Background: an optimization exercise with open tools, aiming at small area. Do not read the settings as production practice. The RTL was checked by simulation tests, not by an equivalence proof against the original design. Power and IR drop assume default switching activity.

==> trial 51: inputs <==
// reg_file_sb
module reg_file_sb
#(
    parameter int unsigned REG_NUM    = reg_file_sb_pkg::REG_NUM,
    parameter int unsigned DATA_WIDTH = reg_file_sb_pkg::DATA_WIDTH,
    parameter int unsigned ADDR_WIDTH = reg_file_sb_pkg::ADDR_WIDTH,
    parameter int unsigned PEND_WIDTH = reg_file_sb_pkg::PEND_WIDTH
) (
    input  logic                  clk,
    input  logic                  rst,
    input  logic                  read_en_1,
    input  logic [ADDR_WIDTH-1:0] read_addr_1,
    output logic [DATA_WIDTH-1:0] read_data_1,
    input  logic                  read_en_2,
    input  logic [ADDR_WIDTH-1:0] read_addr_2,
    output logic [DATA_WIDTH-1:0] read_data_2,
    input  logic                  issue_en,
    input  logic                  issue_write_en,
    input  logic [ADDR_WIDTH-1:0] issue_write_addr,
    input  logic                  write_en,
    input  logic [ADDR_WIDTH-1:0] write_addr,
    input  logic [DATA_WIDTH-1:0] write_data,
    output logic                  stall,
    output logic                  sb_err
);
==> module reg_scoreboard, before the edit <==
module reg_scoreboard
#(
    parameter int unsigned REG_NUM    = reg_file_sb_pkg::REG_NUM,
    parameter int unsigned ADDR_WIDTH = reg_file_sb_pkg::ADDR_WIDTH,
    parameter int unsigned PEND_WIDTH = reg_file_sb_pkg::PEND_WIDTH
) (
    input  logic                  clk,
    input  logic                  rst,
    input  logic                  read_en_1,
    input  logic [ADDR_WIDTH-1:0] read_addr_1,
    input  logic                  read_en_2,
    input  logic [ADDR_WIDTH-1:0] read_addr_2,
    input  logic                  issue_en,
    input  logic                  issue_write_en,
    input  logic [ADDR_WIDTH-1:0] issue_write_addr,
    input  logic                  write_en,
    input  logic [ADDR_WIDTH-1:0] write_addr,
    output logic                  stall,
    output logic                  sb_err
);
    logic [PEND_WIDTH-1:0] cnt [REG_NUM];
    logic [REG_NUM-1:0]    fire;
    logic [REG_NUM-1:0]    retire;
    logic                  raw_1, raw_2, full, err_hit;
    always_comb begin
        raw_1 = read_en_1 && (read_addr_1 != '0) && (cnt[read_addr_1] != '0)
                && !(write_en && (write_addr == read_addr_1) && (cnt[read_addr_1] == PEND_WIDTH'(1)));
        raw_2 = read_en_2 && (read_addr_2 != '0) && (cnt[read_addr_2] != '0)
                && !(write_en && (write_addr == read_addr_2) && (cnt[read_addr_2] == PEND_WIDTH'(1)));
        full  = issue_write_en && (issue_write_addr != '0) && (cnt[issue_write_addr] == '1)
                && !(write_en && (write_addr == issue_write_addr));
        stall = !rst && (raw_1 || raw_2 || full);
        err_hit = write_en && (write_addr != '0) && (cnt[write_addr] == '0);
    end
    always_comb begin
        fire   = '0;
        retire = '0;
        for (int unsigned r = 1; r < REG_NUM; r++) begin
            fire[r]   = issue_en && !stall && issue_write_en && (issue_write_addr == ADDR_WIDTH'(r));
            retire[r] = write_en && (write_addr == ADDR_WIDTH'(r));
        end
    end
    always_ff @(posedge clk) begin
        if (rst) begin
            for (int unsigned r = 0; r < REG_NUM; r++) cnt[r] <= '0;
            sb_err <= 1'b0;
        end else begin
            for (int unsigned r = 1; r < REG_NUM; r++) begin
                if (fire[r] && !retire[r])
                    cnt[r] <= cnt[r] + PEND_WIDTH'(1);
                else if (retire[r] && !fire[r] && (cnt[r] != '0))
                    cnt[r] <= cnt[r] - PEND_WIDTH'(1);
            end
            if (err_hit) sb_err <= 1'b1;
        end
    end
endmodule
==> module reg_file_sb, before the edit <==
module reg_file_sb
#(
    parameter int unsigned REG_NUM    = reg_file_sb_pkg::REG_NUM,
    parameter int unsigned DATA_WIDTH = reg_file_sb_pkg::DATA_WIDTH,
    parameter int unsigned ADDR_WIDTH = reg_file_sb_pkg::ADDR_WIDTH,
    parameter int unsigned PEND_WIDTH = reg_file_sb_pkg::PEND_WIDTH
) (
    input  logic                  clk,
    input  logic                  rst,
    input  logic                  read_en_1,
    input  logic [ADDR_WIDTH-1:0] read_addr_1,
    output logic [DATA_WIDTH-1:0] read_data_1,
    input  logic                  read_en_2,
    input  logic [ADDR_WIDTH-1:0] read_addr_2,
    output logic [DATA_WIDTH-1:0] read_data_2,
    input  logic                  issue_en,
    input  logic                  issue_write_en,
    input  logic [ADDR_WIDTH-1:0] issue_write_addr,
    input  logic                  write_en,
    input  logic [ADDR_WIDTH-1:0] write_addr,
    input  logic [DATA_WIDTH-1:0] write_data,
    output logic                  stall,
    output logic                  sb_err
);
    logic [DATA_WIDTH-1:0] regs [REG_NUM];
    always_ff @(posedge clk) begin
        if (rst) begin
            for (int unsigned r = 0; r < REG_NUM; r++) regs[r] <= '0;
        end else if (write_en && (write_addr != '0)) begin
            regs[write_addr] <= write_data;
        end
    end
    always_comb begin
        read_data_1 = '0;
        read_data_2 = '0;
        if (!rst && read_en_1 && (read_addr_1 != '0))
            read_data_1 = (write_en && (write_addr == read_addr_1)) ? write_data : regs[read_addr_1];
        if (!rst && read_en_2 && (read_addr_2 != '0))
            read_data_2 = (write_en && (write_addr == read_addr_2)) ? write_data : regs[read_addr_2];
    end
    reg_scoreboard #(
        .REG_NUM    (REG_NUM),
        .ADDR_WIDTH (ADDR_WIDTH),
        .PEND_WIDTH (PEND_WIDTH)
    ) u_scoreboard (
        .clk              (clk),
        .rst              (rst),
        .read_en_1        (read_en_1),
        .read_addr_1      (read_addr_1),
        .read_en_2        (read_en_2),
        .read_addr_2      (read_addr_2),
        .issue_en         (issue_en),
        .issue_write_en   (issue_write_en),
        .issue_write_addr (issue_write_addr),
        .write_en         (write_en),
        .write_addr       (write_addr),
        .stall            (stall),
        .sb_err           (sb_err)
    );
endmodule
clock: 6.5 ns
lec_check: 0
cap_margin: 20
core_margin: 2
core_utilization: 40
slew_margin: 20
run.sh (not shown) runs the stock make flow with config.mk's settings and CLKGATE_MAP_FILE= SYNTH_SCRIPT=/design/flow/synth_recipe.tcl, a recipe that flattens the netlist after the stock synthesis.
==> inputs of trial 17, as changes to trial 51 <==
==> flow/design.v (replaced) <==
package reg_file_sb_pkg;
    localparam int unsigned REG_NUM    = 32;
    localparam int unsigned DATA_WIDTH = 32;
    localparam int unsigned ADDR_WIDTH = 5;
    localparam int unsigned PEND_WIDTH = 2;
endpackage
module reg_scoreboard
#(
    parameter int unsigned REG_NUM    = reg_file_sb_pkg::REG_NUM,
    parameter int unsigned ADDR_WIDTH = reg_file_sb_pkg::ADDR_WIDTH,
    parameter int unsigned PEND_WIDTH = reg_file_sb_pkg::PEND_WIDTH
) (
    input  logic                  clk,
    input  logic                  rst,
    input  logic                  read_en_1,
    input  logic [REG_NUM-1:1]    rd1,      
    input  logic                  read_en_2,
    input  logic [REG_NUM-1:1]    rd2,
    input  logic                  issue_en,
    input  logic                  issue_write_en,
    input  logic [ADDR_WIDTH-1:0] issue_write_addr,
    input  logic [REG_NUM-1:1]    we,       
    output logic                  stall,
    output logic                  sb_err
);
    logic [PEND_WIDTH-1:0] cnt [1:REG_NUM-1];
    logic [REG_NUM-1:1]    busy, at_max, idle, iw;
    logic [REG_NUM-1:1]    fire;
    logic                  full, err_hit;
    always_comb begin
        for (int unsigned r = 1; r < REG_NUM; r++) begin
            busy[r]   = (cnt[r] != '0) && !(we[r] && (cnt[r] == PEND_WIDTH'(1)));
            at_max[r] = (cnt[r] == '1) && !we[r];
            idle[r]   = (cnt[r] == '0);
            iw[r]     = issue_write_addr == ADDR_WIDTH'(r);
        end
        full    = issue_write_en && |(iw & at_max);
        stall   = !rst && (|(rd1 & busy) || |(rd2 & busy) || full);
        err_hit = |(we & idle);
        fire    = (issue_en && !stall && issue_write_en) ? iw : '0;
    end
    always_ff @(posedge clk) begin
        if (rst) begin
            for (int unsigned r = 1; r < REG_NUM; r++) cnt[r] <= '0;
            sb_err <= 1'b0;
        end else begin
            for (int unsigned r = 1; r < REG_NUM; r++) begin
                if (fire[r] && !we[r])
                    cnt[r] <= cnt[r] + PEND_WIDTH'(1);
                else if (we[r] && !fire[r] && (cnt[r] != '0))
                    cnt[r] <= cnt[r] - PEND_WIDTH'(1);
            end
            if (err_hit) sb_err <= 1'b1;
        end
    end
endmodule
module reg_file_sb
#(
    parameter int unsigned REG_NUM    = reg_file_sb_pkg::REG_NUM,
    parameter int unsigned DATA_WIDTH = reg_file_sb_pkg::DATA_WIDTH,
    parameter int unsigned ADDR_WIDTH = reg_file_sb_pkg::ADDR_WIDTH,
    parameter int unsigned PEND_WIDTH = reg_file_sb_pkg::PEND_WIDTH
) (
    input  logic                  clk,
    input  logic                  rst,
    input  logic                  read_en_1,
    input  logic [ADDR_WIDTH-1:0] read_addr_1,
    output logic [DATA_WIDTH-1:0] read_data_1,
    input  logic                  read_en_2,
    input  logic [ADDR_WIDTH-1:0] read_addr_2,
    output logic [DATA_WIDTH-1:0] read_data_2,
    input  logic                  issue_en,
    input  logic                  issue_write_en,
    input  logic [ADDR_WIDTH-1:0] issue_write_addr,
    input  logic                  write_en,
    input  logic [ADDR_WIDTH-1:0] write_addr,
    input  logic [DATA_WIDTH-1:0] write_data,
    output logic                  stall,
    output logic                  sb_err
);
    logic [DATA_WIDTH-1:0] regs [1:REG_NUM-1];
    logic [REG_NUM-1:1]    valid;
    logic [REG_NUM-1:1]    we;       
    logic [REG_NUM-1:1]    rd1, rd2;
    logic [REG_NUM-1:1]    sel1, sel2;
    logic                  byp1, byp2;
    always_comb begin
        for (int unsigned r = 1; r < REG_NUM; r++) begin
            we[r]   = write_en && (write_addr == ADDR_WIDTH'(r));
            rd1[r]  = !rst && read_en_1 && (read_addr_1 == ADDR_WIDTH'(r));
            rd2[r]  = !rst && read_en_2 && (read_addr_2 == ADDR_WIDTH'(r));
            sel1[r] = rd1[r] && valid[r] && !we[r];
            sel2[r] = rd2[r] && valid[r] && !we[r];
        end
        byp1 = |(rd1 & we);
        byp2 = |(rd2 & we);
    end
    always_ff @(posedge clk) begin
        for (int unsigned r = 1; r < REG_NUM; r++)
            if (we[r]) regs[r] <= write_data;
    end
    always_ff @(posedge clk) begin
        if (rst) valid <= '0;
        else     valid <= valid | we;
    end
    always_comb begin
        read_data_1 = {DATA_WIDTH{byp1}} & write_data;
        read_data_2 = {DATA_WIDTH{byp2}} & write_data;
        for (int unsigned r = 1; r < REG_NUM; r++) begin
            read_data_1 = read_data_1 | ({DATA_WIDTH{sel1[r]}} & regs[r]);
            read_data_2 = read_data_2 | ({DATA_WIDTH{sel2[r]}} & regs[r]);
        end
    end
    reg_scoreboard #(
        .REG_NUM    (REG_NUM),
        .ADDR_WIDTH (ADDR_WIDTH),
        .PEND_WIDTH (PEND_WIDTH)
    ) u_scoreboard (
        .clk              (clk),
        .rst              (rst),
        .read_en_1        (read_en_1),
        .rd1              (rd1),
        .read_en_2        (read_en_2),
        .rd2              (rd2),
        .issue_en         (issue_en),
        .issue_write_en   (issue_write_en),
        .issue_write_addr (issue_write_addr),
        .we               (we),
        .stall            (stall),
        .sb_err           (sb_err)
    );
endmodule
==> run notes <==
Against trial 51, the first-iteration DRC count of trial 17 is larger by 76%.
In trial 17 the fmax is lower than in trial 51, by 5.2%.
Between trial 51 and trial 17, the lower sequential share of layout area is in trial 51 (gap 7.6 points).
Die area: trial 51 is higher than trial 17 (24%).
Trial 17 completed, yet does not pass: negative setup slack. Trial 51 went through all stages and came out clean.
Against trial 17, the sequential power of trial 51 is larger by 5.4%.
Critical path depth is the same in trial 17 and trial 51.

re-timing with driven ports:
No port has a modelled driver above. Below, the same layouts with a new extraction and two added sets of constraints.
Step 1 sets driving cells, clkbuf_16 on the clock port and buf_2 on the other inputs (assumed; they add their load-dependent delay and slew).
Step 2, shift: input delay + t, output delay - t, t = (earliest + latest rising clock arrival at the registers) / 2. This alone moves slack from input paths to output paths.
Slacks: ideal / step 1 / step 2; pairs: ideal / step 1.
| run | t, ns | setup WS [ns] | hold WS [ns] |
|---|---|---|---|
| trial 51 | 0.824 | 0.283 / 0.257 / 0.257 | 0.547 / 0.547 / 0.547 |
| trial 17 | 0.815 | -0.058 / -0.083 / -0.083 | 0.481 / 0.481 / 0.481 |
For trial 51, which loses most, drivers alone change the setup slack by -0.026 ns; drivers and shift together by -0.026 ns.
